This design comes from an exercise in tuning for small area, a short achievable clock period and few clock cycles on the open sky130 flow, not from production work. RTL that was checked went through simulation tests only; none was proved equivalent to the original. The RTL of runs 4 and 6 was laid out without a check of its function.

`run.sh`:
```
#!/bin/bash
# synth_recipe.tcl (not shown) runs the flow's synth.tcl, then flattens the netlist and writes it again
# the make line also repeats each setting of config.mk as NAME=value (left out here)
make -C /OpenROAD-flow-scripts/flow DESIGN_CONFIG=/design/flow/config.mk WORK_HOME=/design/flow/orfs CLKGATE_MAP_FILE= SYNTH_SCRIPT=/design/flow/synth_recipe.tcl finish
```
`design.v`:
```
package mslcg_pkg;
	localparam int unsigned STATE_W    = 31;
	localparam int unsigned DIM_W      = 7;
	localparam int unsigned PATHS_W    = 16;
	localparam int unsigned CMD_W      = 2;
	localparam int unsigned JUMP_W     = PATHS_W + DIM_W;
	localparam int unsigned CFG_IDX_W  = 8;
	localparam int unsigned CFG_DATA_W = 31;
	localparam int unsigned CNT_W      = $clog2(STATE_W + 1);
	localparam int unsigned MAX_DIM_DEF = 64;
	localparam logic [STATE_W-1:0] LCG_MOD      = 31'h7FFF_FFFF;
	localparam logic [STATE_W-1:0] LCG_MUL      = 31'd16807;
	localparam int unsigned        LCG_MUL_BITS = 15;
	localparam logic [STATE_W-1:0] LCG_MUL_ALIGNED = LCG_MUL << (STATE_W - LCG_MUL_BITS);
	localparam logic [CNT_W-1:0]   MUL_CNT_STEP = CNT_W'(LCG_MUL_BITS);
	localparam logic [CNT_W-1:0]   MUL_CNT_FULL = CNT_W'(STATE_W);
	localparam logic [CMD_W-1:0] CMD_DRAW  = 2'd0;
	localparam logic [CMD_W-1:0] CMD_RESET = 2'd1;
	localparam logic [CMD_W-1:0] CMD_SKIP  = 2'd2;
	localparam logic [CFG_IDX_W-1:0] REG_SEED = 8'd0;
	localparam logic [CFG_IDX_W-1:0] REG_DIM  = 8'd1;
	typedef enum logic [2:0] {
		S_IDLE,
		S_STEP,
		S_EMIT,
		S_JCHK,
		S_JMUL,
		S_JSQR
	} state_t;
endpackage
module minimal_standard_lcg_stream #(
	parameter int unsigned MAX_DIM = mslcg_pkg::MAX_DIM_DEF
) (
	input  logic                              clk,
	input  logic                              arst_n,
	input  logic                              cfg_valid,
	output logic                              cfg_ready,
	input  logic [mslcg_pkg::CFG_IDX_W-1:0]   cfg_index,
	input  logic [mslcg_pkg::CFG_DATA_W-1:0]  cfg_data,
	input  logic                              req_valid,
	output logic                              req_ready,
	input  logic [mslcg_pkg::CMD_W-1:0]       req_cmd,
	input  logic [mslcg_pkg::PATHS_W-1:0]     req_skip_paths,
	output logic                              rsp_valid,
	input  logic                              rsp_ready,
	output logic [mslcg_pkg::STATE_W-1:0]     rsp_sample,
	output logic                              rsp_last
);
	localparam int unsigned STATE_W = mslcg_pkg::STATE_W;
	localparam int unsigned DIM_W   = mslcg_pkg::DIM_W;
	localparam int unsigned PATHS_W = mslcg_pkg::PATHS_W;
	function automatic logic [4:0] skip_digit(input logic [4:0] k, input logic [2:0] d);
		case ({k, d})
			{5'd0, 3'd0}: skip_digit = 5'h00;
			{5'd0, 3'd1}: skip_digit = 5'h00;
			{5'd0, 3'd2}: skip_digit = 5'h00;
			{5'd0, 3'd3}: skip_digit = 5'h00;
			{5'd0, 3'd4}: skip_digit = 5'h10;
			{5'd0, 3'd5}: skip_digit = 5'h0f;
			{5'd0, 3'd6}: skip_digit = 5'h09;
			{5'd1, 3'd0}: skip_digit = 5'h00;
			{5'd1, 3'd1}: skip_digit = 5'h08;
			{5'd1, 3'd2}: skip_digit = 5'h0f;
			{5'd1, 3'd3}: skip_digit = 5'h0c;
			{5'd1, 3'd4}: skip_digit = 5'h0e;
			{5'd1, 3'd5}: skip_digit = 5'h19;
			{5'd1, 3'd6}: skip_digit = 5'h13;
			{5'd2, 3'd0}: skip_digit = 5'h00;
			{5'd2, 3'd1}: skip_digit = 5'h1f;
			{5'd2, 3'd2}: skip_digit = 5'h0d;
			{5'd2, 3'd3}: skip_digit = 5'h0a;
			{5'd2, 3'd4}: skip_digit = 5'h05;
			{5'd2, 3'd5}: skip_digit = 5'h03;
			{5'd2, 3'd6}: skip_digit = 5'h0a;
			{5'd3, 3'd0}: skip_digit = 5'h03;
			{5'd3, 3'd1}: skip_digit = 5'h0d;
			{5'd3, 3'd2}: skip_digit = 5'h0e;
			{5'd3, 3'd3}: skip_digit = 5'h0a;
			{5'd3, 3'd4}: skip_digit = 5'h02;
			{5'd3, 3'd5}: skip_digit = 5'h11;
			{5'd3, 3'd6}: skip_digit = 5'h1e;
			{5'd4, 3'd0}: skip_digit = 5'h03;
			{5'd4, 3'd1}: skip_digit = 5'h03;
			{5'd4, 3'd2}: skip_digit = 5'h1c;
			{5'd4, 3'd3}: skip_digit = 5'h1a;
			{5'd4, 3'd4}: skip_digit = 5'h0f;
			{5'd4, 3'd5}: skip_digit = 5'h1a;
			{5'd4, 3'd6}: skip_digit = 5'h09;
			{5'd5, 3'd0}: skip_digit = 5'h03;
			{5'd5, 3'd1}: skip_digit = 5'h10;
			{5'd5, 3'd2}: skip_digit = 5'h1b;
			{5'd5, 3'd3}: skip_digit = 5'h01;
			{5'd5, 3'd4}: skip_digit = 5'h0f;
			{5'd5, 3'd5}: skip_digit = 5'h04;
			{5'd5, 3'd6}: skip_digit = 5'h12;
			{5'd6, 3'd0}: skip_digit = 5'h00;
			{5'd6, 3'd1}: skip_digit = 5'h14;
			{5'd6, 3'd2}: skip_digit = 5'h0f;
			{5'd6, 3'd3}: skip_digit = 5'h0c;
			{5'd6, 3'd4}: skip_digit = 5'h04;
			{5'd6, 3'd5}: skip_digit = 5'h12;
			{5'd6, 3'd6}: skip_digit = 5'h08;
			{5'd7, 3'd0}: skip_digit = 5'h00;
			{5'd7, 3'd1}: skip_digit = 5'h11;
			{5'd7, 3'd2}: skip_digit = 5'h0d;
			{5'd7, 3'd3}: skip_digit = 5'h0a;
			{5'd7, 3'd4}: skip_digit = 5'h1b;
			{5'd7, 3'd5}: skip_digit = 5'h0f;
			{5'd7, 3'd6}: skip_digit = 5'h12;
			{5'd8, 3'd0}: skip_digit = 5'h00;
			{5'd8, 3'd1}: skip_digit = 5'h1a;
			{5'd8, 3'd2}: skip_digit = 5'h19;
			{5'd8, 3'd3}: skip_digit = 5'h11;
			{5'd8, 3'd4}: skip_digit = 5'h1e;
			{5'd8, 3'd5}: skip_digit = 5'h04;
			{5'd8, 3'd6}: skip_digit = 5'h03;
			{5'd9, 3'd0}: skip_digit = 5'h03;
			{5'd9, 3'd1}: skip_digit = 5'h1c;
			{5'd9, 3'd2}: skip_digit = 5'h19;
			{5'd9, 3'd3}: skip_digit = 5'h1d;
			{5'd9, 3'd4}: skip_digit = 5'h1e;
			{5'd9, 3'd5}: skip_digit = 5'h1b;
			{5'd9, 3'd6}: skip_digit = 5'h1f;
			{5'd10, 3'd0}: skip_digit = 5'h03;
			{5'd10, 3'd1}: skip_digit = 5'h16;
			{5'd10, 3'd2}: skip_digit = 5'h19;
			{5'd10, 3'd3}: skip_digit = 5'h06;
			{5'd10, 3'd4}: skip_digit = 5'h17;
			{5'd10, 3'd5}: skip_digit = 5'h1c;
			{5'd10, 3'd6}: skip_digit = 5'h09;
			{5'd11, 3'd0}: skip_digit = 5'h00;
			{5'd11, 3'd1}: skip_digit = 5'h0a;
			{5'd11, 3'd2}: skip_digit = 5'h0c;
			{5'd11, 3'd3}: skip_digit = 5'h1d;
			{5'd11, 3'd4}: skip_digit = 5'h18;
			{5'd11, 3'd5}: skip_digit = 5'h13;
			{5'd11, 3'd6}: skip_digit = 5'h15;
			{5'd12, 3'd0}: skip_digit = 5'h00;
			{5'd12, 3'd1}: skip_digit = 5'h04;
			{5'd12, 3'd2}: skip_digit = 5'h0e;
			{5'd12, 3'd3}: skip_digit = 5'h1d;
			{5'd12, 3'd4}: skip_digit = 5'h0e;
			{5'd12, 3'd5}: skip_digit = 5'h00;
			{5'd12, 3'd6}: skip_digit = 5'h03;
			{5'd13, 3'd0}: skip_digit = 5'h03;
			{5'd13, 3'd1}: skip_digit = 5'h05;
			{5'd13, 3'd2}: skip_digit = 5'h0d;
			{5'd13, 3'd3}: skip_digit = 5'h17;
			{5'd13, 3'd4}: skip_digit = 5'h18;
			{5'd13, 3'd5}: skip_digit = 5'h05;
			{5'd13, 3'd6}: skip_digit = 5'h1f;
			{5'd14, 3'd0}: skip_digit = 5'h03;
			{5'd14, 3'd1}: skip_digit = 5'h1e;
			{5'd14, 3'd2}: skip_digit = 5'h1b;
			{5'd14, 3'd3}: skip_digit = 5'h08;
			{5'd14, 3'd4}: skip_digit = 5'h1c;
			{5'd14, 3'd5}: skip_digit = 5'h1d;
			{5'd14, 3'd6}: skip_digit = 5'h09;
			{5'd15, 3'd0}: skip_digit = 5'h00;
			{5'd15, 3'd1}: skip_digit = 5'h1a;
			{5'd15, 3'd2}: skip_digit = 5'h07;
			{5'd15, 3'd3}: skip_digit = 5'h04;
			{5'd15, 3'd4}: skip_digit = 5'h14;
			{5'd15, 3'd5}: skip_digit = 5'h08;
			{5'd15, 3'd6}: skip_digit = 5'h02;
			{5'd16, 3'd0}: skip_digit = 5'h03;
			{5'd16, 3'd1}: skip_digit = 5'h12;
			{5'd16, 3'd2}: skip_digit = 5'h04;
			{5'd16, 3'd3}: skip_digit = 5'h1a;
			{5'd16, 3'd4}: skip_digit = 5'h16;
			{5'd16, 3'd5}: skip_digit = 5'h16;
			{5'd16, 3'd6}: skip_digit = 5'h07;
			{5'd17, 3'd0}: skip_digit = 5'h03;
			{5'd17, 3'd1}: skip_digit = 5'h18;
			{5'd17, 3'd2}: skip_digit = 5'h14;
			{5'd17, 3'd3}: skip_digit = 5'h14;
			{5'd17, 3'd4}: skip_digit = 5'h0a;
			{5'd17, 3'd5}: skip_digit = 5'h03;
			{5'd17, 3'd6}: skip_digit = 5'h0c;
			{5'd18, 3'd0}: skip_digit = 5'h03;
			{5'd18, 3'd1}: skip_digit = 5'h1e;
			{5'd18, 3'd2}: skip_digit = 5'h00;
			{5'd18, 3'd3}: skip_digit = 5'h07;
			{5'd18, 3'd4}: skip_digit = 5'h18;
			{5'd18, 3'd5}: skip_digit = 5'h0d;
			{5'd18, 3'd6}: skip_digit = 5'h14;
			{5'd19, 3'd0}: skip_digit = 5'h00;
			{5'd19, 3'd1}: skip_digit = 5'h12;
			{5'd19, 3'd2}: skip_digit = 5'h08;
			{5'd19, 3'd3}: skip_digit = 5'h07;
			{5'd19, 3'd4}: skip_digit = 5'h0c;
			{5'd19, 3'd5}: skip_digit = 5'h0d;
			{5'd19, 3'd6}: skip_digit = 5'h12;
			{5'd20, 3'd0}: skip_digit = 5'h03;
			{5'd20, 3'd1}: skip_digit = 5'h06;
			{5'd20, 3'd2}: skip_digit = 5'h15;
			{5'd20, 3'd3}: skip_digit = 5'h03;
			{5'd20, 3'd4}: skip_digit = 5'h18;
			{5'd20, 3'd5}: skip_digit = 5'h00;
			{5'd20, 3'd6}: skip_digit = 5'h07;
			{5'd21, 3'd0}: skip_digit = 5'h03;
			{5'd21, 3'd1}: skip_digit = 5'h1d;
			{5'd21, 3'd2}: skip_digit = 5'h09;
			{5'd21, 3'd3}: skip_digit = 5'h0d;
			{5'd21, 3'd4}: skip_digit = 5'h08;
			{5'd21, 3'd5}: skip_digit = 5'h02;
			{5'd21, 3'd6}: skip_digit = 5'h08;
			default: skip_digit = '0;
		endcase
	endfunction
	function automatic logic [STATE_W-1:0] sanitize(input logic [STATE_W-1:0] s);
		sanitize = (s == '0 || s == mslcg_pkg::LCG_MOD) ? STATE_W'(1) : s;
	endfunction
	function automatic logic [STATE_W-1:0] rotl(input logic [STATE_W-1:0] v, input int unsigned r);
		rotl = (v << r) | (v >> (STATE_W - r));
	endfunction
	function automatic logic [2*STATE_W-1:0] csa(input logic [STATE_W-1:0] a, b, c);
		logic [STATE_W-1:0] cy;
		cy = (a & b) | (a & c) | (b & c);
		csa = {a ^ b ^ c, cy[STATE_W-2:0], cy[STATE_W-1]};
	endfunction
	function automatic logic [STATE_W-1:0] add_eac(input logic [STATE_W-1:0] a, b);
		logic [STATE_W-1:0] g, p, gg, pp, gn, pn, c;
		g = a & b;
		p = a ^ b;
		gg = g;
		pp = p;
		for (int l = 0; (1 << l) < STATE_W; l++) begin
			gn = gg;
			pn = pp;
			for (int i = 0; i < STATE_W; i++) begin
				if ((i >> l) & 1) begin
					gn[i] = gg[i] | (pp[i] & gg[((i >> l) << l) - 1]);
					pn[i] = pp[i] & pp[((i >> l) << l) - 1];
				end
			end
			gg = gn;
			pp = pn;
		end
		c[0] = gg[STATE_W-1];
		for (int i = 1; i < STATE_W; i++) begin
			c[i] = gg[i-1] | (pp[i-1] & gg[STATE_W-1]);
		end
		add_eac = p ^ c;
	endfunction
	logic [STATE_W-1:0] x_q, seed_q, acc_q;
	logic [DIM_W-1:0]   n_q;
	logic [5:0]         cnt_q;
	logic               valid_q;
	logic               pend_q;
	logic [1:0]         pcmd_q;
	logic [PATHS_W-1:0] paths_q;
	logic               skip_q;
	logic [5:0]         jacc_q;
	logic [4:0]         kscan_q;
	logic               mul_q;
	logic [4:0]         kidx_q;
	logic [2:0]         step_q;
	logic req_fire, cfg_fire, free, cmd_av, exec, advance;
	logic [1:0] cmd;
	logic [DIM_W-1:0] n_new;
	logic [STATE_W-1:0] cfg_clean;
	assign req_ready  = !pend_q && !skip_q && (!valid_q || cnt_q == '0);
	assign cfg_ready  = !pend_q && !skip_q && !valid_q;
	assign rsp_valid  = valid_q;
	assign rsp_sample = x_q;
	assign rsp_last   = (cnt_q == '0);
	assign req_fire = req_valid && req_ready;
	assign cfg_fire = cfg_valid && cfg_ready;
	assign free     = !valid_q || rsp_ready;
	assign cmd_av   = pend_q || req_fire;
	assign cmd      = pend_q ? pcmd_q : req_cmd;
	assign exec     = cmd_av && free;
	assign advance  = valid_q && rsp_ready && cnt_q != '0;
	assign cfg_clean = sanitize(cfg_data);
	always_comb begin
		if (cfg_data[DIM_W-1:0] == '0) begin
			n_new = DIM_W'(1);
		end else if (cfg_data[DIM_W-1:0] > DIM_W'(MAX_DIM)) begin
			n_new = DIM_W'(MAX_DIM);
		end else begin
			n_new = cfg_data[DIM_W-1:0];
		end
	end
	logic [DIM_W-1:0] jsum;
	logic jbit, scan_done, mul_last, mul_free, mul_start, scan_adv;
	assign jsum      = DIM_W'(jacc_q) + (paths_q[0] ? n_q : '0);
	assign jbit      = jsum[0];
	assign scan_done = (paths_q == '0) && (jacc_q == '0);
	assign mul_last  = mul_q && step_q == 3'd6;
	assign mul_free  = !mul_q || mul_last;
	assign mul_start = skip_q && !scan_done && jbit && mul_free;
	assign scan_adv  = skip_q && !scan_done && (!jbit || mul_free);
	logic [4:0] dig_q, dig_d;
	logic       acc_en_q;
	logic [STATE_W-1:0] o0, o1, o2, o3, o4, o5, sum;
	logic [2*STATE_W-1:0] l1a, l1b, l2, l3;
	always_comb begin
		if (mul_start) begin
			dig_d = skip_digit(kscan_q, 3'd0);
		end else if (mul_q && !mul_last) begin
			dig_d = skip_digit(kidx_q, step_q + 3'd1);
		end else begin
			dig_d = 5'h1f;
		end
	end
	always_comb begin
		o0 = ~(dig_q[0] ? x_q : '0);
		o1 = dig_q[3] ? rotl(x_q, 3) : '0;
		o2 = !mul_q ? rotl(x_q, 14) : (dig_q[1] ? rotl(x_q, 1) : '0);
		o3 = !mul_q ? rotl(x_q, 9)  : (dig_q[2] ? rotl(x_q, 2) : '0);
		o4 = !mul_q ? rotl(x_q, 5)  : (dig_q[4] ? rotl(x_q, 4) : '0);
		o5 = !mul_q ? ~rotl(x_q, 7) : (acc_en_q ? rotl(acc_q, 5) : '0);
		l1a = csa(o0, o1, o2);
		l1b = csa(o3, o4, o5);
		l2  = csa(l1a[2*STATE_W-1:STATE_W], l1a[STATE_W-1:0], l1b[2*STATE_W-1:STATE_W]);
		l3  = csa(l2[2*STATE_W-1:STATE_W], l2[STATE_W-1:0], l1b[STATE_W-1:0]);
		sum = add_eac(l3[2*STATE_W-1:STATE_W], l3[STATE_W-1:0]);
	end
	always_ff @(posedge clk or negedge arst_n) begin
		if (!arst_n) begin
			x_q     <= STATE_W'(1);
			seed_q  <= STATE_W'(1);
			n_q     <= DIM_W'(1);
			valid_q <= 1'b0;
			pend_q  <= 1'b0;
			skip_q  <= 1'b0;
			mul_q   <= 1'b0;
			dig_q    <= 5'h1f;
			acc_en_q <= 1'b0;
		end else begin
			dig_q    <= dig_d;
			acc_en_q <= mul_q && !mul_last;
			if (cfg_fire && cfg_index == mslcg_pkg::REG_SEED) begin
				seed_q <= cfg_clean;
				x_q    <= cfg_clean;
			end else if (cfg_fire && cfg_index == mslcg_pkg::REG_DIM) begin
				n_q <= n_new;
				x_q <= seed_q;
			end else if (exec && cmd == mslcg_pkg::CMD_RESET) begin
				x_q <= seed_q;
			end else if (advance || (exec && cmd == mslcg_pkg::CMD_DRAW) || mul_last) begin
				x_q <= sum;
			end
			if (exec) begin
				valid_q <= (cmd == mslcg_pkg::CMD_DRAW);
			end else if (rsp_ready && cnt_q == '0) begin
				valid_q <= 1'b0;
			end
			if (exec) begin
				pend_q <= 1'b0;
			end else if (req_fire) begin
				pend_q <= 1'b1;
			end
			if (exec && cmd == mslcg_pkg::CMD_SKIP) begin
				skip_q <= 1'b1;
			end else if (scan_done && mul_free) begin
				skip_q <= 1'b0;
			end
			if (mul_start) begin
				mul_q <= 1'b1;
			end else if (mul_last) begin
				mul_q <= 1'b0;
			end
		end
	end
	always_ff @(posedge clk) begin
		acc_q <= sum;
		if (exec && cmd == mslcg_pkg::CMD_DRAW) begin
			cnt_q <= 6'(n_q - DIM_W'(1));
		end else if (advance) begin
			cnt_q <= cnt_q - 6'd1;
		end
		if (req_fire) begin
			pcmd_q <= req_cmd;
		end
		if (req_fire) begin
			paths_q <= req_skip_paths;
		end else if (scan_adv) begin
			paths_q <= paths_q >> 1;
		end
		if (exec && cmd == mslcg_pkg::CMD_SKIP) begin
			jacc_q  <= '0;
			kscan_q <= '0;
		end else if (scan_adv) begin
			jacc_q  <= jsum[DIM_W-1:1];
			kscan_q <= kscan_q + 5'd1;
		end
		if (mul_start) begin
			kidx_q <= kscan_q;
			step_q <= '0;
		end else if (mul_q) begin
			step_q <= step_q + 3'd1;
		end
	end
endmodule
```
`config.mk`:
```
export PLATFORM = sky130hd
export DESIGN_NAME = minimal_standard_lcg_stream
export DESIGN_NICKNAME = minimal_standard_lcg_stream
export VERILOG_FILES = /design/flow/design.v
export SDC_FILE = /design/flow/constraint.sdc
export NUM_CORES = 4
export LEC_CHECK = 0
export CAP_MARGIN = 20
export CORE_MARGIN = 2
export CORE_UTILIZATION = 40
export SETUP_SLACK_MARGIN = 3.0
export SLEW_MARGIN = 20
```
`constraint.sdc`:
```
create_clock -name core_clock -period 8.0 [get_ports {clk}]
set_input_delay 1.6000 -clock core_clock [delete_from_list [all_inputs] [get_ports {clk}]]
set_output_delay 1.6000 -clock core_clock [all_outputs]
set_load 0.01 [all_outputs]
```
==> results.ini, run 1 <==
[sta]
slew_headroom = 0.3624
period_share = 0.6894
slew_viol_final = 0
final.setup.tns_ns = 0
hold-worst-slack_ns = 0.4646
skew_ns = 0.009711
finalHoldViolations = 0
min_period_ns = 5.515
setup_viol = 0
tightestPinTransition_ns = 0.9563
rsz0062_at_grt = yes
fmax_ghz = 0.1813

[floorplanning]
initial_utilization = 0.4041
io_pins = 97
num_rows = 68
die_w_microns = 190.3
design.die.area_sq_mm = 0.03623
core_sq_mm = 0.03437
die_h_microns = 190.3

[drt]
avgRoutedWirePerCell_microns = 23.06
drc = 0
ant_nets = 0
routed_wl_mm = 51.83
viasPerCell = 6.041
via_count = 13580
drtIter0Drc = 1371
dr.pass1.iters = 8

[grt]
grt_pass1_vias = 13350
grt_antenna_before_repair = 0
grt_pass1_wl_mm = 78.00
grt.overflow.total = 0
grt_max_degree = 79
grt_usage = 0.2811

[critical_path]
crit_family = adder cells
rr_worst_depth = 18
cp.arrival_ns = 5.87
slowest_stage = dfrtp_1
criticalPathCategory = reg2reg
worstPathCellList = nor2b_2 -> a21oi_2 -> fa_1 -> fa_1 -> inv_1 -> fa_1 -> ha_4 -> a21oi_2 -> o21ai_2 -> a211o_1 -> a221o_1 -> and2_4 -> buf_4 -> buf_6 -> nor3_4 -> o21bai_2 -> a2111o_1 -> a31oi_1
endpoint_kind = flop
path_common_cell = fa_1
path_buf_inv = 3
r2r-end = x_q[26]
path_max_fanout = 9
critPathLaunchType = flop
cp_slowest_stage_delay_ns = 0.78
reg2reg_slack_ns = 2.48
required_ns = 8.35
r2r-start = x_q[20]

[worst_hold_path]
hold_path_end = seed_q[23]
hold_start = seed_q[23]
whs_path_depth = 2
worstHoldPathType = reg2reg

[logic_synthesis]
syn_area_sq_mm = 0.01389
synth_cell_type_count = 84
synth_ff_type = dfrtp_1
ys_ff_latch = 153
syn_area_per_cell_sq_um = 8.449
syn_nets = 1882
ys_async_sr_fraction = 0.5163
yosys_warnings = 1
syn_inst = 1644
ys_seq_area_frac = 0.2706
synth_edf_count = 29

[finish]
drive_above_1_share = 0.2421
nets = 2018
ff_latch_area_sq_mm = 0.003777
synthToLayoutAreaGrowth_pct = 33.44
num_antenna_cells = 0
multi_input_area_sq_mm = 0.01087
fillCellCount = 3024
instances_no_fill = 2248

[placed_design]
io_buffers = 96
dp_hpwl_mm = 35.44
placed_cells = 2108
place_congestion = 0.9739

[run_status]
status = complete, no violations

[clocking]
cts_tree = done
htree_levels = 4
cts-root-buf = clkbuf_16
clk_pin_slew_ns = 0.07
ctsLongestPathBuffers = 2
clk_latency_ns = 0.44
numCtsBuffers = 17
cts.sinks = 153

[run]
drv_cap = 0

registers in the layout, summed over array words and instances, names as in the netlist, 5 cells and up:
register,flops
acc_q,31
cnt_q,6
dig_q,5
jacc_q,6
kidx_q,5
kscan_q,5
n_q,7
paths_q,16
seed_q,31
x_q,31
cells by family after synthesis:
kind of cell / after synthesis / synth area share
simple gates: 547 / 0.1830
compound gates: 469 / 0.2087
buf+inv: 237 / 0.06567
fa+ha+maj: 176 / 0.2266
flops: 153 / 0.2706
xor+xnor: 38 / 0.02396
mux: 24 / 0.02144
timing repair:
item                                    4_1_cts  5_1_grt
pin swaps                                    75       75
endpoints found under the hold margin         0        0
hold buffers                                  0        0
endpoints found under the setup margin       62       58
gates resized for setup                     295       84
setup buffers                                64       35
cloned                                        7        2
layer usage:
layer  share of wire  track usage
met2            0.44       0.4144
met3            0.10      0.06146
met1            0.42       0.4021
met4           0.040       0.1076
met5               0            0
tightest hold or removal path: stages, from the launching register on:
cell     delay (ns)
dfrtp_1        0.32
nand2_1        0.06
nand2_1        0.06
Yosys cell counts (all sizes together) (16+ instances only):
library cell	instances	area (sq um)
a21oi	213	1074
nand2	202	760.7
nor2	145	544.3
inv	133	499.2
fa	126	2522
clkbuf	87	326.6
o21ai	75	379.1
dfrtp	71	1777
ha	50	625.6
and2	46	291.5
dfxtp	45	900.9
nor2b	43	269.0
edfxtp	29	870.8
a31oi	26	162.7
a211oi	22	165.2
xnor2	21	183.9
nand3	19	95.09
nand4	19	118.9
nor3	19	100.1
a22o	17	148.9
xor2	17	148.9
a21o	16	120.1
worst max path at each step:
stage	startpoint	end	slack, ns	cells past startpoint
floorplan	mul_q	x_q[0]	2.84	25
global placement	mul_q	x_q[0]	1.78	20
detailed placement	mul_q	x_q[0]	1.68	20
CTS	mul_q	x_q[0]	2.69	19
global route	mul_q	x_q[18]	2.41	21
finish	x_q[20]	x_q[26]	2.48	18
layout by cell type (no fill, tap or decap), drive strengths merged, types with 45 or more instances in the layout:
master,Yosys,routed
clkdlybuf4s50,0,95
dfxtp,45,45
dfrtp,71,71
inv,133,136
buf,15,120
o21ai,75,75
fa,126,126
and2,46,47
ha,50,50
nand2,202,202
nor2,145,145
a21oi,213,213
cell type report:
class                   instances  share of cell area
flip-flops and latches        153              0.2038
clock inverters                12            0.009046
repair buffers                218              0.1190
inverters                     135             0.02734
well taps                     455             0.03072
clock buffers                  20             0.02356
multi-input cells            1255              0.5865
stage by stage:
step / utilization / area [sq um] / setup WS (ns)
finish: 0.5392 / 18530 / 2.485
global route: 0.5392 / 18530 / 2.411
CTS: 0.5187 / 17830 / 2.692
detailed placement: 0.4438 / 15250 / 1.684
global placement: 0.4438 / 15250 / 1.777
floorplan: - / 14080 / 2.843
Testbench counts, summed over its fixed seeds: cycles 10,098.
==> run 2, diff against run 1 <==
--- a/config.mk
+++ b/config.mk
@@ -8,5 +8,4 @@
 export CAP_MARGIN = 20
 export CORE_MARGIN = 2
 export CORE_UTILIZATION = 40
-export SETUP_SLACK_MARGIN = 3.0
 export SLEW_MARGIN = 20
==> results.ini, run 2 <==
[placed_design]
dp_hpwl_mm = 34.69
placed_area_sq_mm = 0.01517
place_congestion = 0.9629
io_buffers = 96

[sta]
period_share = 0.8191
final.setup.tns_ns = 0
slew_headroom = 0.3854
tightestPinTransition_ns = 0.9186
rsz0062_at_grt = no
setup_viol = 0
finalHoldViolations = 0
fmax_ghz = 0.1526
min_period_ns = 6.553
slew_viol_final = 0
skew_ns = 0.008847

[logic_synthesis]
syn_nets = 1882
synth_cell_type_count = 84
ys_seq_area_frac = 0.2706
syn_inst = 1644
synth_top_area_frac = 0.1816
synth_edf_count = 29
syn_area_sq_mm = 0.01389
yosysTopAreaCell = fa_1
synth_ff_type = dfrtp_1
ys_async_sr_fraction = 0.5163
synth_area_leaders = fa_1 18%, dfrtp_1 13%, a21oi_1 7.6%
syn_area_per_cell_sq_um = 8.449
ys_ff_latch = 153
yosys_warnings = 1
ys_top_cells_by_count = 211 x a21oi_1, 201 x nand2_1, 145 x nor2_1
post-synth-top-count-cell = a21oi_1

[drt]
avgRoutedWirePerCell_microns = 21.10
routedLengthMet1_mm = 21.01
viasPerCell = 5.836
dr.pass1.iters = 6
wl_met3_mm = 3.812
routed_wl_mm = 45.25
maxUsedRoutingLayer = met4
via_count = 12510
drc = 0
drtIter0Drc = 1311
ant_nets = 0
dr_wl_met2_mm = 19.77

[finish]
fillCellCount = 3430
fin_area_sq_mm = 0.01576
drive_above_1_share = 0.05269
num_antenna_cells = 0
multi_input_area_sq_mm = 0.009233
final_common_cell = a21oi_1
reg_top3 = acc_q (31), seed_q (31), x_q (31)
synthToLayoutAreaGrowth_pct = 13.44
nets = 1914
final_cell_mix = 211 x a21oi_1, 201 x nand2_1, 145 x nor2_1
ff_latch_area_sq_mm = 0.003760

[critical_path]
slowest_stage = dfrtp_2
cp_slowest_stage_delay_ns = 0.71
path_buf_inv = 2
endpoint_kind = flop
critPathLaunchType = flop
path_max_fanout = 32
cp.arrival_ns = 6.91
required_ns = 8.36
worstPathCellList = and2_1 -> buf_4 -> a21oi_1 -> fa_1 -> fa_1 -> inv_1 -> fa_1 -> ha_1 -> a21oi_1 -> a21boi_1 -> or2_1 -> a221o_1 -> and2_2 -> o21ai_1 -> nand2_1 -> fa_1 -> xor2_1 -> mux2i_1 -> a2bb2oi_1 -> a21oi_1
criticalPathCategory = reg2reg
crit_family = adder cells
path_common_cell = fa_1

[floorplanning]
die_w_microns = 190.3
die_h_microns = 190.3
io_pins = 97
num_rows = 68
design.die.area_sq_mm = 0.03623
core_sq_mm = 0.03437
initial_utilization = 0.4041

[grt]
grt_max_degree = 56
grt_pass1_vias = 12210
grt.overflow.total = 0
grt_antenna_before_repair = 0
grt_pass1_wl_mm = 71.46
grt_usage = 0.2550

[run_status]
status = complete, no violations

[clocking]
postCtsResizedCells = 0
numCtsBuffers = 17
ctsLongestPathBuffers = 2
clk_pin_slew_ns = 0.06
htree_levels = 4
ctsHoldBuffers = 0
cts-root-buf = clkbuf_16
cts_setup_buffers = 0
cts.sinks = 153
cts_tree = done
clk_latency_ns = 0.43

[worst_hold_path]
worstHoldPathType = reg2reg

[run]
drv_cap = 0

run 2: cell counts after synthesis:
No cell type changed its count.
run 2: layer usage:
metal	GRT usage	vias up
met4	0.06112	0
met2	0.3762	592
met1	0.3936	6162
met3	0.03257	46
li1	-	5713
met5	0	-
run 2: final cells by class:
type | count | share of cell area
multi-input cells | 1254 | 0.5860
repair buffers | 115 | 0.06988
inverters | 135 | 0.03216
flip-flops and latches | 153 | 0.2386
clock buffers | 24 | 0.03391
well taps | 455 | 0.03613
clock inverters | 8 | 0.003335
run 2: metrics by stage:
step / hold slack (ns) / worst slack (ns) / cells / utilization
after global placement: 0.4465 / 1.729 / 2112 / 0.4413
after detailed placement: 0.4557 / 1.636 / 2112 / 0.4413
final: 0.4714 / 1.448 / 2144 / 0.4584
after global routing: 0.5052 / 1.155 / 2144 / 0.4584
after CTS: 0.4703 / 1.565 / 2144 / 0.4584
after floorplan: 0.4344 / 2.063 / 1644 / -
run 2: worst min-delay path: cells and delay by family, from the launching register on:
family / cells / cell delay, ns
and+or+nand+nor: 2 / 0.11
DFF: 1 / 0.32
run 2: kinds of logic (layout without fill, tap and decap cells):
logic type / count (synthesis) / count (layout) / share of synthesized area
AO/OA/AOI/OAI: 469 / 469 / 0.2087
XOR/XNOR: 38 / 38 / 0.02396
adder cells (fa/ha/maj): 176 / 176 / 0.2266
buffers and inverters: 237 / 282 / 0.06567
flip-flops: 153 / 153 / 0.2706
multiplexers: 24 / 24 / 0.02144
AND/OR/NAND/NOR: 547 / 547 / 0.1830
run 2: final timing paths:
path	startpoint	to	slack, ns	cells past startpoint
max in group asynchronous	arst_n	mul_q	5.77	2
min reg2reg	seed_q[28]	seed_q[28]	0.47	2
min	seed_q[28]	seed_q[28]	0.47	2
min in group asynchronous	arst_n	x_q[15]	1.13	1
max	mul_q	x_q[1]	1.45	20
max reg2reg	mul_q	x_q[1]	1.45	20
==> run 3, diff against run 2 <==
--- a/config.mk
+++ b/config.mk
@@ -7,5 +7,6 @@
 export LEC_CHECK = 0
 export CAP_MARGIN = 20
 export CORE_MARGIN = 2
-export CORE_UTILIZATION = 40
+export CORE_UTILIZATION = 65
+export SETUP_SLACK_MARGIN = 2.0
 export SLEW_MARGIN = 20
==> results.ini, run 3 <==
[critical_path]
criticalPathCategory = reg2reg
critPathLaunchType = flop
r2r-start = mul_q
startpoint = mul_q
path_max_fanout = 12
cp.arrival_ns = 6.14
endpoint_kind = flop
required_ns = 8.30

[placed_design]
placed_area_sq_mm = 0.01494
io_buffers = 96
dp_slack_ns = 1.627
place_congestion = 0.9859
dp_hpwl_mm = 31.97

[drt]
drc = 0
drtIter0Drc = 1382
via_count = 12940
dr.pass1.iters = 6
viasPerCell = 6.557
ant_nets = 0
routed_wl_mm = 43.57
avgRoutedWirePerCell_microns = 22.08

[logic_synthesis]
synth_top_family_by_area = adder cells
synth_edf_count = 29
synth_ff_type = dfrtp_1
ys_top_cells_by_count = 211 x a21oi_1, 201 x nand2_1, 145 x nor2_1
synth_compound_area_frac = 0.2087
ys_async_sr_fraction = 0.5163
yosys.area_share.simple = 0.1830
post-synth-top-count-cell = a21oi_1
synth_cell_type_count = 84
syn_area_sq_mm = 0.01389
synthMuxAreaShare = 0.02144
synth_top_area_frac = 0.1816
synth_area_leaders = fa_1 18%, dfrtp_1 13%, a21oi_1 7.6%
yosys_warnings = 1
syn_area_per_cell_sq_um = 8.449
synthAdderAreaFrac = 0.2266
yosysTopAreaCell = fa_1
syn_inst = 1644
ys_seq_area_frac = 0.2706
ys_ff_latch = 153
syn_nets = 1882
synth_xor_area_frac = 0.02396

[floorplanning]
die_w_microns = 150.2
design.die.area_sq_mm = 0.02255
io_pins = 97
die_h_microns = 150.2
core_sq_mm = 0.02102
num_rows = 53
initial_utilization = 0.6607

[sta]
skew_ns = 0.01014
setup_slack_ns = 2.160
slew_headroom = 0.3373
period_share = 0.7301
min_period_ns = 5.840
final.setup.tns_ns = 0
setup_viol = 0
slew_viol_final = 0
rsz0062_at_grt = no
fmax_ghz = 0.1712
tightestPinTransition_ns = 0.9940
finalHoldViolations = 0
hold-worst-slack_ns = 0.4754

[clocking]
cts-root-buf = clkbuf_16
htree_levels = 4
cts.sinks = 153
numCtsBuffers = 17
clk_pin_slew_ns = 0.07
ctsLongestPathBuffers = 2
clk_latency_ns = 0.44
cts_tree = done

[finish]
reg_top3 = acc_q (31), seed_q (31), x_q (31)
num_antenna_cells = 0
final_common_cell = a21oi_1
drive_above_1_share = 0.06655
final_util = 0.7453
fin_area_sq_mm = 0.01567
final_cell_mix = 211 x a21oi_1, 201 x nand2_1, 145 x nor2_1
fillCellCount = 1602
nets = 1923
synthToLayoutAreaGrowth_pct = 12.80

[grt]
grt_pass1_vias = 12410
grt_pass1_wl_mm = 67.16
grt_max_degree = 77
grt.overflow.total = 0
grt_antenna_before_repair = 0
grt_usage = 0.3896

[run_status]
status = complete, no violations

[run]
drv_cap = 0

[worst_hold_path]
hold_start = seed_q[23]
worstHoldPathType = reg2reg

## run 3: cell counts after synthesis
No cell type changed its count.
## run 3: cells by family (layout without fill, tap and decap cells)
group                      after synthesis  count (layout)
DFF                                    153             153
xor gates and xnor gates                38              38
buffers and inverters                  237             290
adders and majority gates              176             176
AOI/OAI and AO/OA                      469             469
muxes                                   24              24
and+or+nand+nor                        547             548
## run 3: per-layer routing
layer,GRT usage,vias to the layer above,share of wire
met1,0.5657,6198,0.40
met3,0.1321,129,0.15
li1,-,5727,-
met2,0.5614,880,0.43
met4,0.09623,2,0.029
met5,0.02727,-,0.0018
## run 3: stage by stage
step           instances
2_1_floorplan       1644
3_3_place_gp        1931
3_5_place_dp        1931
4_1_cts             1963
5_1_grt             1973
6_report            1973
## run 3: worst max-delay path, stage by stage, from the launching register on
cell	delay [ns]
dfrtp_2	0.56
and2_4	0.33
buf_4	0.21
a21oi_1	0.11
fa_1	0.53
fa_1	0.56
inv_1	0.05
fa_1	0.54
ha_1	0.25
a21oi_1	0.14
o21ai_1	0.17
a211o_1	0.33
a221o_1	0.36
and2_2	0.21
o21ai_2	0.21
nand2_1	0.13
fa_1	0.44
xor2_1	0.17
mux2i_1	0.14
a2bb2oi_1	0.17
a21oi_1	0.08
## run 3: path summary, 6_finish.rpt
path | end | slack [ns] | depth (start not counted)
hold reg to reg | seed_q[23] | 0.48 | 2
min in group asynchronous | x_q[17] | 0.95 | 1
setup / recovery | x_q[1] | 2.16 | 20
hold / removal | seed_q[23] | 0.48 | 2
setup reg to reg | x_q[1] | 2.16 | 20
max in group asynchronous | mul_q | 5.82 | 2
## run 3: final cells by class
type | instances | area (sq um) | area share
tap | 275 | 344.1 | 0.02196
clock inverter | 15 | 135.1 | 0.008625
multi-input combinational | 1255 | 9284 | 0.5926
timing repair buffer | 123 | 1209 | 0.07714
inverter | 135 | 506.7 | 0.03234
clock buffer | 17 | 425.4 | 0.02715
sequential | 153 | 3764 | 0.2402
## run 3: timing repair
action,4_1_cts,5_1_grt
pin swaps,0,4
resized for setup,11,16
setup endpoints to repair,9,10
cloned,0,2
buffers inserted,0,8
hold buffers,0,0
hold endpoints to repair,0,0
==> run 4, diff against run 3 <==
--- a/design.v
+++ b/design.v
@@ -226,20 +226,15 @@
 		gg = g;
 		pp = p;
 		for (int l = 0; (1 << l) < STATE_W; l++) begin
-			gn = gg;
-			pn = pp;
 			for (int i = 0; i < STATE_W; i++) begin
-				if ((i >> l) & 1) begin
-					gn[i] = gg[i] | (pp[i] & gg[((i >> l) << l) - 1]);
-					pn[i] = pp[i] & pp[((i >> l) << l) - 1];
-				end
+				gn[i] = gg[i] | (pp[i] & gg[(i + STATE_W - (1 << l)) % STATE_W]);
+				pn[i] = pp[i] & pp[(i + STATE_W - (1 << l)) % STATE_W];
 			end
 			gg = gn;
 			pp = pn;
 		end
-		c[0] = gg[STATE_W-1];
-		for (int i = 1; i < STATE_W; i++) begin
-			c[i] = gg[i-1] | (pp[i-1] & gg[STATE_W-1]);
+		for (int i = 0; i < STATE_W; i++) begin
+			c[i] = gg[(i + STATE_W - 1) % STATE_W];
 		end
 		add_eac = p ^ c;
 	endfunction
@@ -282,22 +277,31 @@
 			n_new = cfg_data[DIM_W-1:0];
 		end
 	end
+	logic skip_go;
+	logic [PATHS_W-1:0] sc_p;
+	logic [5:0] sc_jacc;
+	logic [4:0] sc_k;
 	logic [DIM_W-1:0] jsum;
-	logic jbit, scan_done, mul_last, mul_free, mul_start, scan_adv;
-	assign jsum      = DIM_W'(jacc_q) + (paths_q[0] ? n_q : '0);
+	logic jbit, scan_done, scan_on, mul_last, mul_free, mul_start, scan_adv;
+	assign skip_go   = exec && cmd == mslcg_pkg::CMD_SKIP;
+	assign sc_p      = skip_go ? (pend_q ? paths_q : req_skip_paths) : paths_q;
+	assign sc_jacc   = skip_go ? '0 : jacc_q;
+	assign sc_k      = skip_go ? '0 : kscan_q;
+	assign jsum      = DIM_W'(sc_jacc) + (sc_p[0] ? n_q : '0);
 	assign jbit      = jsum[0];
 	assign scan_done = (paths_q == '0) && (jacc_q == '0);
+	assign scan_on   = skip_go || (skip_q && !scan_done);
 	assign mul_last  = mul_q && step_q == 3'd6;
 	assign mul_free  = !mul_q || mul_last;
-	assign mul_start = skip_q && !scan_done && jbit && mul_free;
-	assign scan_adv  = skip_q && !scan_done && (!jbit || mul_free);
+	assign mul_start = scan_on && jbit && mul_free;
+	assign scan_adv  = scan_on && (!jbit || mul_free);
 	logic [4:0] dig_q, dig_d;
 	logic       acc_en_q;
 	logic [STATE_W-1:0] o0, o1, o2, o3, o4, o5, sum;
 	logic [2*STATE_W-1:0] l1a, l1b, l2, l3;
 	always_comb begin
 		if (mul_start) begin
-			dig_d = skip_digit(kscan_q, 3'd0);
+			dig_d = skip_digit(sc_k, 3'd0);
 		end else if (mul_q && !mul_last) begin
 			dig_d = skip_digit(kidx_q, step_q + 3'd1);
 		end else begin
@@ -352,7 +356,7 @@
 			end else if (req_fire) begin
 				pend_q <= 1'b1;
 			end
-			if (exec && cmd == mslcg_pkg::CMD_SKIP) begin
+			if (skip_go) begin
 				skip_q <= 1'b1;
 			end else if (scan_done && mul_free) begin
 				skip_q <= 1'b0;
@@ -374,20 +378,17 @@
 		if (req_fire) begin
 			pcmd_q <= req_cmd;
 		end
-		if (req_fire) begin
+		if (scan_adv) begin
+			paths_q <= sc_p >> 1;
+		end else if (req_fire) begin
 			paths_q <= req_skip_paths;
-		end else if (scan_adv) begin
-			paths_q <= paths_q >> 1;
 		end
-		if (exec && cmd == mslcg_pkg::CMD_SKIP) begin
-			jacc_q  <= '0;
-			kscan_q <= '0;
-		end else if (scan_adv) begin
+		if (scan_adv) begin
 			jacc_q  <= jsum[DIM_W-1:1];
-			kscan_q <= kscan_q + 5'd1;
+			kscan_q <= sc_k + 5'd1;
 		end
 		if (mul_start) begin
-			kidx_q <= kscan_q;
+			kidx_q <= sc_k;
 			step_q <= '0;
 		end else if (mul_q) begin
 			step_q <= step_q + 3'd1;
==> results.ini, run 4 <==
[finish]
nets = 1999
final_common_cell = a21oi_1
synthToLayoutAreaGrowth_pct = 10.90
final_cell_mix = 254 x a21oi_1, 213 x nand2_1, 141 x nor2_1
num_antenna_cells = 0
reg_top3 = acc_q (31), seed_q (31), x_q (31)
drive_above_1_share = 0.05471

[logic_synthesis]
synth_area_leaders = fa_1 17%, dfrtp_1 12%, a21oi_1 8.7%
synth_top_area_frac = 0.1707
yosysTopAreaCell = fa_1
syn_area_sq_mm = 0.01466
ys_async_sr_fraction = 0.5163
syn_nets = 1980
yosys_warnings = 1
ys_ff_latch = 153
synth_ff_type = dfrtp_1
syn_area_per_cell_sq_um = 8.419
syn_inst = 1741
ys_seq_area_frac = 0.2633
post-synth-top-count-cell = a21oi_1
ys_top_cells_by_count = 255 x a21oi_1, 213 x nand2_1, 141 x nor2_1
synth_cell_type_count = 82
synth_edf_count = 39

[drt]
drc = 0
dr.pass1.iters = 8
viasPerCell = 7.004
drtIter0Drc = 1885
routed_wl_mm = 51.40
via_count = 14380
ant_nets = 0
avgRoutedWirePerCell_microns = 25.04

[floorplanning]
io_pins = 97
die_w_microns = 154.2
num_rows = 54
initial_utilization = 0.6675
core_sq_mm = 0.02196
design.die.area_sq_mm = 0.02377
die_h_microns = 154.2

[run]
drv_cap = 0

[grt]
grt_usage = 0.4393
grt_pass1_wl_mm = 79.84
grt_pass1_vias = 14070
grt.overflow.total = 0
grt_max_degree = 73
grt_antenna_before_repair = 4

[placed_design]
dp_hpwl_mm = 39.92
dp_slack_ns = 1.945
place_congestion = 1.240
io_buffers = 96

[worst_hold_path]
worstHoldPathType = reg2reg

[critical_path]
critPathLaunchType = flop
cp.arrival_ns = 6.31
required_ns = 8.37
endpoint_kind = flop
criticalPathCategory = reg2reg
path_max_fanout = 19

[sta]
setup_slack_ns = 2.056
skew_ns = 0.01526
period_share = 0.7430
tightestPinTransition_ns = 1.082
final.setup.tns_ns = 0
slew_viol_final = 0
fmax_ghz = 0.1682
setup_viol = 0
slew_headroom = 0.2771
hold-worst-slack_ns = 0.4771
finalHoldViolations = 0
rsz0062_at_grt = no
min_period_ns = 5.944

[run_status]
status = complete, no violations

[clocking]
clk_pin_slew_ns = 0.08
htree_levels = 4
numCtsBuffers = 17
cts_setup_buffers = 0
cts_tree = done
cts-root-buf = clkbuf_16
cts.sinks = 153
ctsLongestPathBuffers = 2
clk_latency_ns = 0.44

[run 4: critical path, stage by stage (launching register included)]
cell	delay (ns)
dfrtp_2	0.48
and2_1	0.47
buf_4	0.34
a21oi_1	0.13
fa_1	0.52
fa_1	0.50
inv_1	0.05
fa_1	0.45
ha_1	0.61
nand2_1	0.29
nor2_1	0.45
a21oi_1	0.13
o31ai_1	0.41
a31oi_1	0.22
xnor2_1	0.61
a211oi_1	0.09
nor2_1	0.12
[run 4: cells by family (layout without fill, tap and decap cells)]
family                   after synthesis  after routing  synth area share
XOR/XNOR                              44             44           0.02629
buffers and inverters                243            275           0.06411
AO/OA/AOI/OAI                        514            514            0.2095
AND/OR/NAND/NOR                      569            569            0.1859
adder cells (fa/ha/maj)              177            177            0.2151
flip-flops                           153            153            0.2633
multiplexers                          41             41           0.03585
[run 4: cell type report]
cell class,instances,area [sq um]
timing repair buffer,111,1075
fill,1606,5703
inverter,132,495.5
clock inverter,15,171.4
tap,280,350.3
clock buffer,17,425.4
multi-input combinational,1345,9878
sequential,153,3860
[run 4: what timing repair did]
action | CTS | global route
hold endpoints to repair | 0 | 0
hold buffers | 0 | 0
gates resized for setup | 1 | 7
pin swaps | 0 | 0
setup endpoints to repair | 1 | 26
[run 4: stage by stage]
| step | util | area [sq um] | instances |
|---|---|---|---|
| 2_1_floorplan | - | 14660 | 1741 |
| 3_3_place_gp | 0.7128 | 15650 | 2021 |
| 3_5_place_dp | 0.7128 | 15650 | 2021 |
| 4_1_cts | 0.7400 | 16250 | 2053 |
| 5_1_grt | 0.7403 | 16260 | 2053 |
| 6_report | 0.7403 | 16260 | 2053 |
[run 4: worst paths after layout]
check                            from          to  slack [ns]  cells past startpoint
setup / recovery                mul_q     x_q[25]        2.06                     16
hold / removal             seed_q[14]  seed_q[14]        0.48                      2
setup reg to reg                mul_q     x_q[25]        2.06                     16
hold reg to reg            seed_q[14]  seed_q[14]        0.48                      2
max in group asynchronous      arst_n  seed_q[29]        5.84                      2
min in group asynchronous      arst_n    acc_en_q        1.00                      1
[run 4: layer usage]
layer	up-vias	global-route usage	part of all wire
li1	6109	-	-
met5	-	0	0.00064
met1	6853	0.5904	0.37
met3	237	0.1477	0.15
met2	1174	0.6573	0.43
met4	6	0.1842	0.047
==> run 5, diff against run 4 <==
--- a/design.v
+++ b/design.v
@@ -226,15 +226,20 @@
 		gg = g;
 		pp = p;
 		for (int l = 0; (1 << l) < STATE_W; l++) begin
+			gn = gg;
+			pn = pp;
 			for (int i = 0; i < STATE_W; i++) begin
-				gn[i] = gg[i] | (pp[i] & gg[(i + STATE_W - (1 << l)) % STATE_W]);
-				pn[i] = pp[i] & pp[(i + STATE_W - (1 << l)) % STATE_W];
+				if ((i >> l) & 1) begin
+					gn[i] = gg[i] | (pp[i] & gg[((i >> l) << l) - 1]);
+					pn[i] = pp[i] & pp[((i >> l) << l) - 1];
+				end
 			end
 			gg = gn;
 			pp = pn;
 		end
-		for (int i = 0; i < STATE_W; i++) begin
-			c[i] = gg[(i + STATE_W - 1) % STATE_W];
+		c[0] = gg[STATE_W-1];
+		for (int i = 1; i < STATE_W; i++) begin
+			c[i] = gg[i-1] | (pp[i-1] & gg[STATE_W-1]);
 		end
 		add_eac = p ^ c;
 	endfunction
--- a/config.mk
+++ b/config.mk
@@ -7,6 +7,5 @@
 export LEC_CHECK = 0
 export CAP_MARGIN = 20
 export CORE_MARGIN = 2
-export CORE_UTILIZATION = 65
-export SETUP_SLACK_MARGIN = 2.0
+export CORE_UTILIZATION = 40
 export SLEW_MARGIN = 20
==> results.ini, run 5 <==
[floorplanning]
core_sq_mm = 0.03471
num_rows = 68
die_h_microns = 192.3
design.die.area_sq_mm = 0.03697
io_pins = 97
initial_utilization = 0.4085
die_w_microns = 192.3

[clocking]
clk_pin_slew_ns = 0.06
cts_setup_buffers = 0
cts.sinks = 153
cts_tree = done
clk_latency_ns = 0.44
htree_levels = 4
numCtsBuffers = 17
ctsLongestPathBuffers = 2
postCtsResizedCells = 0
cts-root-buf = clkbuf_16
ctsHoldBuffers = 0

[logic_synthesis]
synth_ff_type = dfrtp_1
synth_top_area_frac = 0.1779
syn_inst = 1633
synth_edf_count = 39
synth_area_leaders = fa_1 18%, dfrtp_1 13%, edfxtp_1 8.3%
ys_ff_latch = 153
syn_area_per_cell_sq_um = 8.683
yosysTopAreaCell = fa_1
yosys_warnings = 1
ys_seq_area_frac = 0.2721
ys_top_cells_by_count = 209 x a21oi_1, 206 x nand2_1, 134 x inv_1
synth_cell_type_count = 97
syn_nets = 1871
post-synth-top-count-cell = a21oi_1
ys_async_sr_fraction = 0.5163
syn_area_sq_mm = 0.01418

[critical_path]
cp.arrival_ns = 7.05
rr_worst_depth = 20
r2r-end = x_q[1]
required_ns = 8.36
reg2reg_slack_ns = 1.31
critPathLaunchType = flop
endpoint_kind = flop
path_max_fanout = 42
criticalPathCategory = reg2reg
r2r-start = mul_q

[worst_hold_path]
hold_path_end = seed_q[23]
hold_start = seed_q[23]
whs_path_depth = 2
worstHoldPathType = reg2reg

[sta]
slew_headroom = 0.3065
period_share = 0.8363
min_period_ns = 6.690
finalHoldViolations = 0
rsz0062_at_grt = no
fmax_ghz = 0.1495
skew_ns = 0.005490
tightestPinTransition_ns = 1.038
final.setup.tns_ns = 0
setup_slack_ns = 1.310
slew_viol_final = 0
setup_viol = 0

[run_status]
status = complete, no violations

[grt]
grt_pass1_vias = 11840
grt_usage = 0.2482
grt.overflow.total = 0
grt_antenna_before_repair = 5
grt_max_degree = 72
grt_pass1_wl_mm = 69.46

[finish]
drive_above_1_share = 0.06361
final_common_cell = a21oi_1
instances_no_fill = 2138
synthToLayoutAreaGrowth_pct = 12.84
fin_area_sq_mm = 0.01600
final_cell_mix = 208 x a21oi_1, 206 x nand2_1, 134 x inv_1
reg_top3 = acc_q (31), seed_q (31), x_q (31)
nets = 1907

[placed_design]
placed_cells = 2105
dp_slack_ns = 1.419
dp_hpwl_mm = 34.46
io_buffers = 96
place_congestion = 0.9442
placed_area_sq_mm = 0.01544

[drt]
via_count = 12350
drtIter0Drc = 1234
dr.pass1.iters = 6
viasPerCell = 5.777
avgRoutedWirePerCell_microns = 20.85
routed_wl_mm = 44.58
ant_nets = 0
drc = 0

[run]
drv_cap = 0

[run 5: cell types whose count changed in the layout (fill, tap and decap cells not counted), sizes merged, moves of 11 or more]
cell    previous run  this run
a21oi            255       218
nand4             31        15
nor2             144       110
o21bai            16         5
o22ai             22        10
[run 5: final cells by class]
cell class / instances / area, sq um
fillers: 3409 / 18710
multi-input cells: 1248 / 9408
flip-flops and latches: 153 / 3860
repair buffers: 113 / 1086
well taps: 455 / 569.3
inverters: 136 / 513.0
clock buffers: 23 / 499.2
clock inverters: 9 / 62.56
diodes: 1 / 2.502
[run 5: logic make-up after synthesis]
kind of cell    Yosys count  share of synthesized area
buf+inv                 232                    0.06485
flops                   153                     0.2721
xor+xnor                 43                    0.02656
fa+ha+maj               176                     0.2220
mux                      39                    0.03300
compound gates          465                     0.2058
simple gates            525                     0.1757
[run 5: how the worst max path moves through the flow]
stage,startpoint,endpoint,slack [ns],cells past startpoint
final,mul_q,x_q[1],1.31,20
after global routing,mul_q,x_q[1],1.01,20
after CTS,mul_q,x_q[1],1.39,20
after detailed placement,mul_q,x_q[1],1.42,20
after global placement,mul_q,x_q[1],1.51,20
after floorplan,mul_q,x_q[1],2.46,21
[run 5: routing by layer]
layer	wire length (microns)	part of all wire	GRT usage	vias up
met2	19140	0.43	0.3554	513
met4	947	0.021	0.07311	6
met3	3867	0.087	0.06365	80
li1	-	-	-	5705
met5	32	0.00072	0	-
met1	20590	0.46	0.3668	6047
[run 5: through the flow]
step                      hold slack, ns  utilization
after floorplan                   0.4344            -
after global placement            0.4467       0.4447
after detailed placement          0.4525       0.4447
after CTS                         0.4675       0.4609
after global routing              0.4914       0.4609
final                             0.4641       0.4609
[run 5: critical path, stage by stage (launching register included)]
cell and delay [ns]:
dfrtp_2 0.75, buf_4 0.47, and2_1 0.19, buf_4 0.34, a21oi_1 0.17, fa_1 0.58, fa_1 0.51, inv_1 0.05
fa_1 0.45, ha_1 0.41, a21oi_1 0.32, o21ai_0 0.14, a31oi_1 0.29, nand2_2 0.19, a211oi_4 0.51, inv_4 0.09
fa_1 0.44, xor2_1 0.19, nor2_1 0.07, a211o_1 0.27, a31oi_1 0.15
Testbench counts of run 5, summed over its fixed seeds: cycles 10,026.
==> run 6, diff against run 5 <==
--- a/design.v
+++ b/design.v
@@ -208,6 +208,18 @@
 			default: skip_digit = '0;
 		endcase
 	endfunction
+	function automatic logic [2:0] skip_lead(input logic [4:0] k);
+		skip_lead[0] = (32'h000899c6 >> k) & 1'b1;
+		skip_lead[1] = (32'h00000000 >> k) & 1'b1;
+		skip_lead[2] = (32'h00000001 >> k) & 1'b1;
+	endfunction
+	function automatic logic [4:0] skip_first(input logic [4:0] k);
+		skip_first[0] = (32'h003766bc >> k) & 1'b1;
+		skip_first[1] = (32'h003fef3c >> k) & 1'b1;
+		skip_first[2] = (32'h00001044 >> k) & 1'b1;
+		skip_first[3] = (32'h00008906 >> k) & 1'b1;
+		skip_first[4] = (32'h000881c5 >> k) & 1'b1;
+	endfunction
 	function automatic logic [STATE_W-1:0] sanitize(input logic [STATE_W-1:0] s);
 		sanitize = (s == '0 || s == mslcg_pkg::LCG_MOD) ? STATE_W'(1) : s;
 	endfunction
@@ -226,20 +238,15 @@
 		gg = g;
 		pp = p;
 		for (int l = 0; (1 << l) < STATE_W; l++) begin
-			gn = gg;
-			pn = pp;
 			for (int i = 0; i < STATE_W; i++) begin
-				if ((i >> l) & 1) begin
-					gn[i] = gg[i] | (pp[i] & gg[((i >> l) << l) - 1]);
-					pn[i] = pp[i] & pp[((i >> l) << l) - 1];
-				end
+				gn[i] = gg[i] | (pp[i] & gg[(i + STATE_W - (1 << l)) % STATE_W]);
+				pn[i] = pp[i] & pp[(i + STATE_W - (1 << l)) % STATE_W];
 			end
 			gg = gn;
 			pp = pn;
 		end
-		c[0] = gg[STATE_W-1];
-		for (int i = 1; i < STATE_W; i++) begin
-			c[i] = gg[i-1] | (pp[i-1] & gg[STATE_W-1]);
+		for (int i = 0; i < STATE_W; i++) begin
+			c[i] = gg[(i + STATE_W - 1) % STATE_W];
 		end
 		add_eac = p ^ c;
 	endfunction
@@ -298,7 +305,7 @@
 	assign scan_on   = skip_go || (skip_q && !scan_done);
 	assign mul_last  = mul_q && step_q == 3'd6;
 	assign mul_free  = !mul_q || mul_last;
-	assign mul_start = scan_on && jbit && mul_free;
+	assign mul_start = skip_q && !scan_done && jbit && mul_free;
 	assign scan_adv  = scan_on && (!jbit || mul_free);
 	logic [4:0] dig_q, dig_d;
 	logic       acc_en_q;
@@ -306,7 +313,7 @@
 	logic [2*STATE_W-1:0] l1a, l1b, l2, l3;
 	always_comb begin
 		if (mul_start) begin
-			dig_d = skip_digit(sc_k, 3'd0);
+			dig_d = skip_first(kscan_q);
 		end else if (mul_q && !mul_last) begin
 			dig_d = skip_digit(kidx_q, step_q + 3'd1);
 		end else begin
@@ -348,7 +355,7 @@
 				x_q <= seed_q;
 			end else if (exec && cmd == mslcg_pkg::CMD_RESET) begin
 				x_q <= seed_q;
-			end else if (advance || (exec && cmd == mslcg_pkg::CMD_DRAW) || mul_last) begin
+			end else if (advance || (exec && cmd == mslcg_pkg::CMD_DRAW) || mul_last || (skip_go && jbit)) begin
 				x_q <= sum;
 			end
 			if (exec) begin
@@ -393,8 +400,8 @@
 			kscan_q <= sc_k + 5'd1;
 		end
 		if (mul_start) begin
-			kidx_q <= sc_k;
-			step_q <= '0;
+			kidx_q <= kscan_q;
+			step_q <= skip_lead(kscan_q);
 		end else if (mul_q) begin
 			step_q <= step_q + 3'd1;
 		end
--- a/config.mk
+++ b/config.mk
@@ -7,5 +7,6 @@
 export LEC_CHECK = 0
 export CAP_MARGIN = 20
 export CORE_MARGIN = 2
-export CORE_UTILIZATION = 40
+export CORE_UTILIZATION = 65
+export SETUP_SLACK_MARGIN = 2.0
 export SLEW_MARGIN = 20
==> results.ini, run 6 <==
[placed_design]
placed_cells = 2205
dp_hpwl_mm = 46.00
dp_slack_ns = 1.622
place_congestion = 1.103
io_buffers = 96

[sta]
tightestPinTransition_ns = 0.9796
skew_ns = 0.009860
rsz0062_at_grt = no
final.setup.tns_ns = 0
fmax_ghz = 0.1672
finalHoldViolations = 0
slew_viol_final = 0
slew_headroom = 0.3401
min_period_ns = 5.982
hold-worst-slack_ns = 0.4810
setup_slack_ns = 2.018
setup_viol = 0
period_share = 0.7478

[logic_synthesis]
yosysTopAreaCell = fa_1
synth_top_area_frac = 0.1590
synth_ff_type = dfrtp_1
syn_area_sq_mm = 0.01574
synth_edf_count = 42
synth_cell_type_count = 80
syn_inst = 1903
syn_nets = 2145
syn_area_per_cell_sq_um = 8.273
ys_seq_area_frac = 0.2470
ys_ff_latch = 153
ys_top_cells_by_count = 229 x a21oi_1, 199 x nand2_1, 141 x inv_1
ys_async_sr_fraction = 0.5163
synth_area_leaders = fa_1 16%, dfrtp_1 11%, edfxtp_1 8.0%
yosys_warnings = 1
post-synth-top-count-cell = a21oi_1

[finish]
instances_no_fill = 2238
final_cell_mix = 224 x a21oi_1, 199 x nand2_1, 141 x inv_1
synthToLayoutAreaGrowth_pct = 10.37
nets = 2147
final_util = 0.7359
final_common_cell = a21oi_1
reg_top3 = acc_q (31), seed_q (31), x_q (31)
drive_above_1_share = 0.05683

[floorplanning]
die_h_microns = 159.6
design.die.area_sq_mm = 0.02548
core_sq_mm = 0.02361
num_rows = 56
initial_utilization = 0.6667
die_w_microns = 159.6
io_pins = 97

[critical_path]
setup.worst_path.end = x_q[24]
path_buf_inv = 2
worstPathCellList = buf_6 -> nor2b_1 -> a21oi_1 -> fa_1 -> fa_1 -> inv_1 -> fa_1 -> ha_1 -> a21oi_1 -> o21ai_0 -> a21oi_1 -> o21ai_1 -> a41oi_1 -> mux2i_1 -> o21ai_0
crit_family = compound AO/OA/AOI/OAI gates
reg2reg_slack_ns = 2.02
crit_cells = 15
cp_slowest_stage_delay_ns = 0.64
rr_worst_depth = 15
endpoint_kind = flop
cp.arrival_ns = 6.29
criticalPathCategory = reg2reg
r2r-start = mul_q
slowest_stage = a41oi_1
startpoint = mul_q
r2r-end = x_q[24]
path_max_fanout = 50
required_ns = 8.31
critPathLaunchType = flop

[clocking]
numCtsBuffers = 17
htree_levels = 4
ctsHoldBuffers = 0
cts.sinks = 153
ctsLongestPathBuffers = 2
cts_setup_buffers = 0
clk_pin_slew_ns = 0.07
cts-root-buf = clkbuf_16
clk_latency_ns = 0.44
cts_tree = done

[worst_hold_path]
hold_start = seed_q[10]
worstHoldPathType = reg2reg

[grt]
grt_pass1_wl_mm = 92.47
grt_usage = 0.4729
grt_antenna_before_repair = 3
grt_pass1_vias = 15890
grt_max_degree = 60
grt.overflow.total = 0

[drt]
drtIter0Drc = 2724
via_count = 16530
viasPerCell = 7.387
drc = 0
avgRoutedWirePerCell_microns = 27.24
ant_nets = 0
routed_wl_mm = 60.97
dr.pass1.iters = 19

[run_status]
status = complete, no violations

[run]
drv_cap = 0

[run 6: worst register-to-register path: stages, from the launching register on]
cell and delay (ns):
dfrtp_4 0.60, buf_6 0.28, nor2b_1 0.46, a21oi_1 0.14, fa_1 0.50, fa_1 0.55
inv_1 0.09, fa_1 0.47, ha_1 0.50, a21oi_1 0.37, o21ai_0 0.23, a21oi_1 0.29
o21ai_1 0.26, a41oi_1 0.64, mux2i_1 0.36, o21ai_0 0.15
[run 6: layer usage]
layer | wire length (microns) | track usage | vias up
met1 | 21970 | 0.6395 | 7801
met5 | 9 | 0 | -
li1 | - | - | 6756
met2 | 25160 | 0.6897 | 1575
met4 | 4277 | 0.2335 | 2
met3 | 9561 | 0.1491 | 399
[run 6: layout make-up]
type	count	area, sq um
fill	1715	6237
sequential	153	3892
clock inverter	12	106.4
tap	319	399.1
multi-input combinational	1475	10860
clock buffer	20	467.9
timing repair buffer	116	1112
antenna	1	2.502
inverter	142	533.0
[run 6: what timing repair did]
action | 4_1_cts | 5_1_grt
hold endpoints to repair | 0 | 0
resized for setup | 6 | 24
endpoints found under the setup margin | 7 | 41
[run 6: worst min path at each step]
stage                  to  slack [ns]  depth (start not counted)
5_1_grt         seed_q[3]        0.50                          2
3_5_place_dp    seed_q[3]        0.46                          2
6_report       seed_q[10]        0.48                          2
2_1_floorplan   seed_q[3]        0.44                          2
3_3_place_gp    seed_q[3]        0.45                          2
4_1_cts         seed_q[3]        0.47                          2
[run 6: stage by stage]
| stage | area, sq um |
|---|---|
| 6_report | 17380 |
| 5_1_grt | 17370 |
| 4_1_cts | 17290 |
| 3_5_place_dp | 16710 |
| 3_3_place_gp | 16710 |
| 2_1_floorplan | 15740 |
[run 6: logic make-up (layout without fill, tap and decap cells)]
logic type                 count (synthesis)  count (layout)  share of synthesized area
buffers and inverters                    275             290                    0.06922
adders and majority gates                180             180                     0.2027
xor gates and xnor gates                  43              43                    0.02392
DFF                                      153             153                     0.2470
AOI/OAI and AO/OA                        586             586                     0.2296
and+or+nand+nor                          608             608                     0.1864
other                                      0               1                          0
muxes                                     58              58                    0.04117

==> port drivers added, routing unchanged <==
How much do the figures lean on ideal ports? The routed layouts below were timed once more, with nothing changed but the port constraints.
Step 1 assumes that a clkbuf_16 drives the clock port and a buf_2 every other input.
Step 2 moves the port delays by t, midway between the first and last clock arrival at a register: inputs arrive t later, outputs are due t later. That takes back most of the time a late clock gives input paths.
a / b / c = ideal ports / drivers / drivers and shift; a / b = the first two.
| run | shift t [ns] | slack for setup (ns) | worst setup path at the end | latest minus earliest clock arrival (ns) | worst register clock-pin slew, ns |
|---|---|---|---|---|---|
| run 1 | 0.483 | 2.485 / 2.485 / 2.485 | register to register | 0.011 / 0.011 | 0.07 / 0.07 |
| run 2 | 0.480 | 1.447 / 1.447 / 1.447 | register to register | 0.009 / 0.009 | 0.07 / 0.07 |
| run 3 | 0.480 | 2.160 / 2.160 / 2.160 | register to register | 0.010 / 0.011 | 0.07 / 0.07 |
| run 4 | 0.482 | 2.056 / 2.056 / 1.920 | input to register | 0.015 / 0.015 | 0.08 / 0.08 |
| run 5 | 0.480 | 1.310 / 1.310 / 1.310 | register to register | 0.007 / 0.007 | 0.06 / 0.06 |
| run 6 | 0.479 | 2.018 / 2.018 / 1.678 | input to register | 0.011 / 0.011 | 0.07 / 0.07 |
After both steps setup and hold are still met in every run listed. The setup slack of run 6, which loses most, moves by 0.000 ns with the drivers and by -0.340 ns with both steps.
